Source: an optimization exercise on an open RTL-to-GDS flow (aim: small area). Production flows keep margins and buffers that such runs may drop. RTL that was checked went through simulation tests only; none was proved equivalent to the original. No activity file was given, so power comes from the tool's default toggle rates.

==> flow/design.v (excerpt) <==
module ssf_array (
	input  logic    clk,
	input  logic    rst,
	input  ssf_pkg::sample_t sample_in,
	input  logic    sample_valid,
	output logic    sample_req,
	output ssf_pkg::sample_t result_out,
	output ssf_pkg::lane_t   result_lane,
	output logic    result_valid
);
	localparam int NL = ssf_pkg::NUM_LANES;
	localparam int PW = ssf_pkg::SAMPLE_W + 1;    
	logic [8:0]     rel_cnt;           
	logic [1:0]     cnt [NL];          
	logic [PW-1:0]  word [NL];         
	ssf_pkg::lane_t cand;              
	logic           cand_v;            
	ssf_pkg::lane_t last_grant;        
	logic           fin1;              
	logic           fin2;              
	ssf_pkg::lane_t fin2_lane;
	logic           accept;
	logic [NL-1:0]  cand_oh;
	logic           first;
	logic           last4;
	assign sample_req = cand_v;
	assign accept     = sample_valid & sample_req;
	always_comb begin
		first = 1'b0;
		last4 = 1'b0;
		for (int i = 0; i < NL; i++) begin
			cand_oh[i] = (cand == 3'(i));
			if (cand_oh[i] && cnt[i] == 2'd0) first = 1'b1;
			if (cand_oh[i] && cnt[i] == 2'b10) last4 = 1'b1;
		end
	end
	logic [8:0]     rel_nxt;
	logic [NL-1:0]  req_nxt;
	ssf_pkg::lane_t lg_nxt;
	logic [NL-1:0]  req_hi;
	logic [NL-1:0]  pick_hi;
	logic [NL-1:0]  pick_lo;
	logic [NL-1:0]  cand_nxt;
	ssf_pkg::lane_t cand_nxt_enc;
  ...
==> module ssf_array, before the edit <==
module ssf_array (
	input  logic    clk,
	input  logic    rst,
	input  ssf_pkg::sample_t sample_in,
	input  logic    sample_valid,
	output logic    sample_req,
	output ssf_pkg::sample_t result_out,
	output ssf_pkg::lane_t   result_lane,
	output logic    result_valid
);
	localparam int NL = ssf_pkg::NUM_LANES;
	localparam int PW = ssf_pkg::SAMPLE_W + 1;    
	logic [8:0]     rel_cnt;           
	logic [1:0]     cnt [NL];          
	logic [PW-1:0]  word [NL];         
	ssf_pkg::lane_t cand;              
	logic           cand_v;            
	ssf_pkg::lane_t last_grant;        
	logic           fin1;              
	logic           fin2;              
	ssf_pkg::lane_t fin2_lane;
	logic           accept;
	logic [NL-1:0]  cand_oh;
	logic           first;
	logic           last4;
	assign sample_req = cand_v;
	assign accept     = sample_valid & sample_req;
	always_comb begin
		first = 1'b0;
		last4 = 1'b0;
		for (int i = 0; i < NL; i++) begin
			cand_oh[i] = (cand == 3'(i));
			if (cand_oh[i] && cnt[i] == 2'd0) first = 1'b1;
			if (cand_oh[i] && cnt[i] == 2'b10) last4 = 1'b1;
		end
	end
	logic [8:0]     rel_nxt;
	logic [NL-1:0]  req_nxt;
	ssf_pkg::lane_t lg_nxt;
	logic [NL-1:0]  req_hi;
	logic [NL-1:0]  pick_hi;
	logic [NL-1:0]  pick_lo;
	logic [NL-1:0]  cand_nxt;
	ssf_pkg::lane_t cand_nxt_enc;
	assign rel_nxt = (rel_cnt[8:6] != 3'd7) ? rel_cnt + 1'b1 : rel_cnt;
	assign lg_nxt  = accept ? cand : last_grant;
	always_comb begin
		for (int i = 0; i < NL; i++) begin
			req_nxt[i] = (rel_cnt[8:6] >= 3'(i))
			           && !(accept && last4 && cand_oh[i])
			           && !(fin1 && last_grant == 3'(i));
		end
	end
	always_comb begin
		logic above_c;
		above_c = 1'b0;
		for (int i = 0; i < NL; i++) begin
			req_hi[i] = req_nxt[i] && (accept ? above_c : (3'(i) > last_grant));
			above_c = above_c | cand_oh[i];
		end
		for (int i = 0; i < NL; i++) begin
			pick_hi[i] = req_hi[i];
			pick_lo[i] = req_nxt[i];
			for (int j = 0; j < i; j++) begin
				pick_hi[i] = pick_hi[i] && !req_hi[j];
				pick_lo[i] = pick_lo[i] && !req_nxt[j];
			end
		end
		cand_nxt = (|req_hi) ? pick_hi : pick_lo;
		cand_nxt_enc = '0;
		for (int i = 0; i < NL; i++) begin
			if (cand_nxt[i]) cand_nxt_enc = cand_nxt_enc | 3'(i);
		end
	end
	logic [PW-1:0] part;
	logic [PW:0]   add_a, add_b, add_p, add_c, sum;
	logic          sign;
	logic          ovf;
	logic [PW-1:0] wdata;
	always_comb begin
		part = '0;
		for (int i = 0; i < NL; i++) begin
			if (cand_oh[i] && cnt[i] != 2'd0) part = part | word[i];
		end
	end
	assign add_a = {part[PW-1], part};
	assign add_b = {{2{sample_in[31]}}, sample_in};
	assign add_p = add_a ^ add_b;
	always_comb begin
		logic [PW:0] pp, gg;
		pp = add_p;
		gg = add_a & add_b;
		for (int i = 1; i <= 6; i++) begin
			for (int j = 2**i - 1; j <= PW; j += 2**i) begin
				gg[j] = gg[j] | (pp[j] & gg[j - 2**(i-1)]);
				pp[j] = pp[j] & pp[j - 2**(i-1)];
			end
		end
		for (int i = 6; i > 0; i--) begin
			for (int j = 2**i + 2**(i-1) - 1; j <= PW; j += 2**i) begin
				gg[j] = gg[j] | (pp[j] & gg[j - 2**(i-1)]);
				pp[j] = pp[j] & pp[j - 2**(i-1)];
			end
		end
		add_c = {gg[PW-1:0], 1'b0};
	end
	assign sum  = add_p ^ add_c;
	assign sign = sum[PW];
	assign ovf  = last4 ? !((sum[PW] == sum[PW-1]) && (sum[PW-1] == sum[PW-2]))
	                    : (sum[PW] != sum[PW-1]);
	always_comb begin
		wdata[PW-1]   = sign;
		wdata[PW-2]   = ovf ? (last4 ? sign : !sign) : sum[PW-2];
		wdata[PW-3:0] = ovf ? {(PW-2){!sign}} : sum[PW-3:0];
	end
	always_ff @(posedge clk) begin
		for (int i = 0; i < NL; i++) begin
			if (accept && cand_oh[i]) begin
				word[i] <= wdata;
			end
		end
	end
	always_ff @(posedge clk) begin
		if (rst) begin
			rel_cnt      <= 9'd1;
			for (int i = 0; i < NL; i++) cnt[i] <= '0;
			cand         <= '0;
			cand_v       <= 1'b1;
			last_grant   <= 3'(NL - 1);
			fin1         <= 1'b0;
			fin2         <= 1'b0;
			result_valid <= 1'b0;
		end else begin
			rel_cnt <= rel_nxt;
			for (int i = 0; i < NL; i++) begin
				if (accept && cand_oh[i]) cnt[i] <= {cnt[i][0], !cnt[i][1]};
			end
			cand_v       <= |cand_nxt;
			cand         <= cand_nxt_enc;
			last_grant   <= lg_nxt;
			fin1         <= accept & last4;
			fin2         <= fin1;
			result_valid <= fin2;
		end
	end
	always_ff @(posedge clk) begin
		fin2_lane   <= last_grant;
		result_lane <= fin2_lane;
	end
	always_comb begin
		result_out = '0;
		for (int i = 0; i < NL; i++) begin
			if (result_lane == 3'(i)) result_out = result_out | word[i][31:0];
		end
	end
endmodule
export LEC_CHECK = 0
export CAP_MARGIN = 20
export CORE_MARGIN = 2
export CORE_UTILIZATION = 40
export SLEW_MARGIN = 20
create_clock -name core_clock -period 6.0 [get_ports {clk}]
standard.sh (not shown) runs the stock make flow with config.mk's settings and CLKGATE_MAP_FILE= SYNTH_SCRIPT=/design/flow/synth_recipe.tcl, a recipe that flattens the netlist after the stock synthesis.
==> flow/flow/run.sh <==
#!/bin/bash
# Own layout flow: the standard flow (standard.sh, unchanged synthesis),
# with the smallest buffer on the ports and a clock tree without dummy loads.
set -euo pipefail
bash standard.sh \
	"BUFFER_PORTS_ARGS=-buffer_cell sky130_fd_sc_hd__buf_1" \
	"CTS_ARGS=-sink_clustering_enable -repair_clock_nets -dont_use_dummy_load -sink_clustering_size 25 -sink_clustering_max_diameter 100" \
	finish > make_finish.log 2>&1
The baseline went through all stages and came out clean.
Rerun with:
--- a/flow/design.v
+++ b/flow/design.v
@@ -37,25 +37,25 @@
 	logic [8:0]     rel_cnt;           
 	logic [1:0]     cnt [NL];          
 	logic [PW-1:0]  word [NL];         
-	ssf_pkg::lane_t cand;              
-	logic           cand_v;            
+	logic [NL-1:0]  cand_oh;           
 	ssf_pkg::lane_t last_grant;        
 	logic           fin1;              
 	logic           fin2;              
 	ssf_pkg::lane_t fin2_lane;
 	logic           accept;
-	logic [NL-1:0]  cand_oh;
+	ssf_pkg::lane_t cand;
 	logic           first;
 	logic           last4;
-	assign sample_req = cand_v;
+	assign sample_req = |cand_oh;
 	assign accept     = sample_valid & sample_req;
 	always_comb begin
+		cand  = '0;
 		first = 1'b0;
 		last4 = 1'b0;
 		for (int i = 0; i < NL; i++) begin
-			cand_oh[i] = (cand == 3'(i));
+			if (cand_oh[i]) cand = cand | 3'(i);
 			if (cand_oh[i] && cnt[i] == 2'd0) first = 1'b1;
-			if (cand_oh[i] && cnt[i] == 2'b10) last4 = 1'b1;
+			if (cand_oh[i] && cnt[i] == 2'd3) last4 = 1'b1;
 		end
 	end
 	logic [8:0]     rel_nxt;
@@ -65,22 +65,18 @@
 	logic [NL-1:0]  pick_hi;
 	logic [NL-1:0]  pick_lo;
 	logic [NL-1:0]  cand_nxt;
-	ssf_pkg::lane_t cand_nxt_enc;
 	assign rel_nxt = (rel_cnt[8:6] != 3'd7) ? rel_cnt + 1'b1 : rel_cnt;
 	assign lg_nxt  = accept ? cand : last_grant;
 	always_comb begin
 		for (int i = 0; i < NL; i++) begin
-			req_nxt[i] = (rel_cnt[8:6] >= 3'(i))
+			req_nxt[i] = (rel_nxt[8:6] >= 3'(i))
 			           && !(accept && last4 && cand_oh[i])
 			           && !(fin1 && last_grant == 3'(i));
 		end
 	end
 	always_comb begin
-		logic above_c;
-		above_c = 1'b0;
 		for (int i = 0; i < NL; i++) begin
-			req_hi[i] = req_nxt[i] && (accept ? above_c : (3'(i) > last_grant));
-			above_c = above_c | cand_oh[i];
+			req_hi[i] = req_nxt[i] && (3'(i) > lg_nxt);
 		end
 		for (int i = 0; i < NL; i++) begin
 			pick_hi[i] = req_hi[i];
@@ -91,10 +87,6 @@
 			end
 		end
 		cand_nxt = (|req_hi) ? pick_hi : pick_lo;
-		cand_nxt_enc = '0;
-		for (int i = 0; i < NL; i++) begin
-			if (cand_nxt[i]) cand_nxt_enc = cand_nxt_enc | 3'(i);
-		end
 	end
 	logic [PW-1:0] part;
 	logic [PW:0]   add_a, add_b, add_p, add_c, sum;
@@ -146,10 +138,9 @@
 	end
 	always_ff @(posedge clk) begin
 		if (rst) begin
-			rel_cnt      <= 9'd1;
+			rel_cnt      <= '0;
 			for (int i = 0; i < NL; i++) cnt[i] <= '0;
-			cand         <= '0;
-			cand_v       <= 1'b1;
+			cand_oh      <= NL'(1);
 			last_grant   <= 3'(NL - 1);
 			fin1         <= 1'b0;
 			fin2         <= 1'b0;
@@ -157,10 +148,9 @@
 		end else begin
 			rel_cnt <= rel_nxt;
 			for (int i = 0; i < NL; i++) begin
-				if (accept && cand_oh[i]) cnt[i] <= {cnt[i][0], !cnt[i][1]};
+				if (accept && cand_oh[i]) cnt[i] <= cnt[i] + 1'b1;
 			end
-			cand_v       <= |cand_nxt;
-			cand         <= cand_nxt_enc;
+			cand_oh      <= cand_nxt;
 			last_grant   <= lg_nxt;
 			fin1         <= accept & last4;
 			fin2         <= fin1;
=> The changed run finished with timing, DRC and antenna clean. Critical path depth falls by 2. Via count rises by about 4.6%. Wire length rises by about 6.4%. Sequential power rises by about 3%. Total power rises by 2.9%. Die area rises by 3.7%.
No functional check of the RTL was part of the first run of this note.

separate check: timing with driven ports:
In the flow no input, the clock included, has a driving cell. The finished layouts below were timed again as built, in two steps.
Step 1 (the two cells are an assumption about what drives the block):
set clk [get_ports {clk}]
set_driving_cell -lib_cell sky130_fd_sc_hd__clkbuf_16 $clk
set_driving_cell -lib_cell sky130_fd_sc_hd__buf_2 [delete_from_list [all_inputs] $clk]
Step 2, shift: input delay + t, output delay - t, t = (earliest + latest rising clock arrival at the registers) / 2. This alone moves slack from input paths to output paths.
Slacks: ideal ports / drivers / drivers and shift; pairs: ideal ports / drivers.
run	shift t [ns]	slack for setup (ns)	worst setup path at the end	clock arrival spread, ns	pins driven straight from the clock port
the first run	0.530	0.464 / 0.464 / 0.464	register to register	0.061 / 0.061	1
the second run	0.545	0.363 / 0.363 / 0.363	register to register	0.038 / 0.037	1
After both steps every run listed still meets setup and hold.
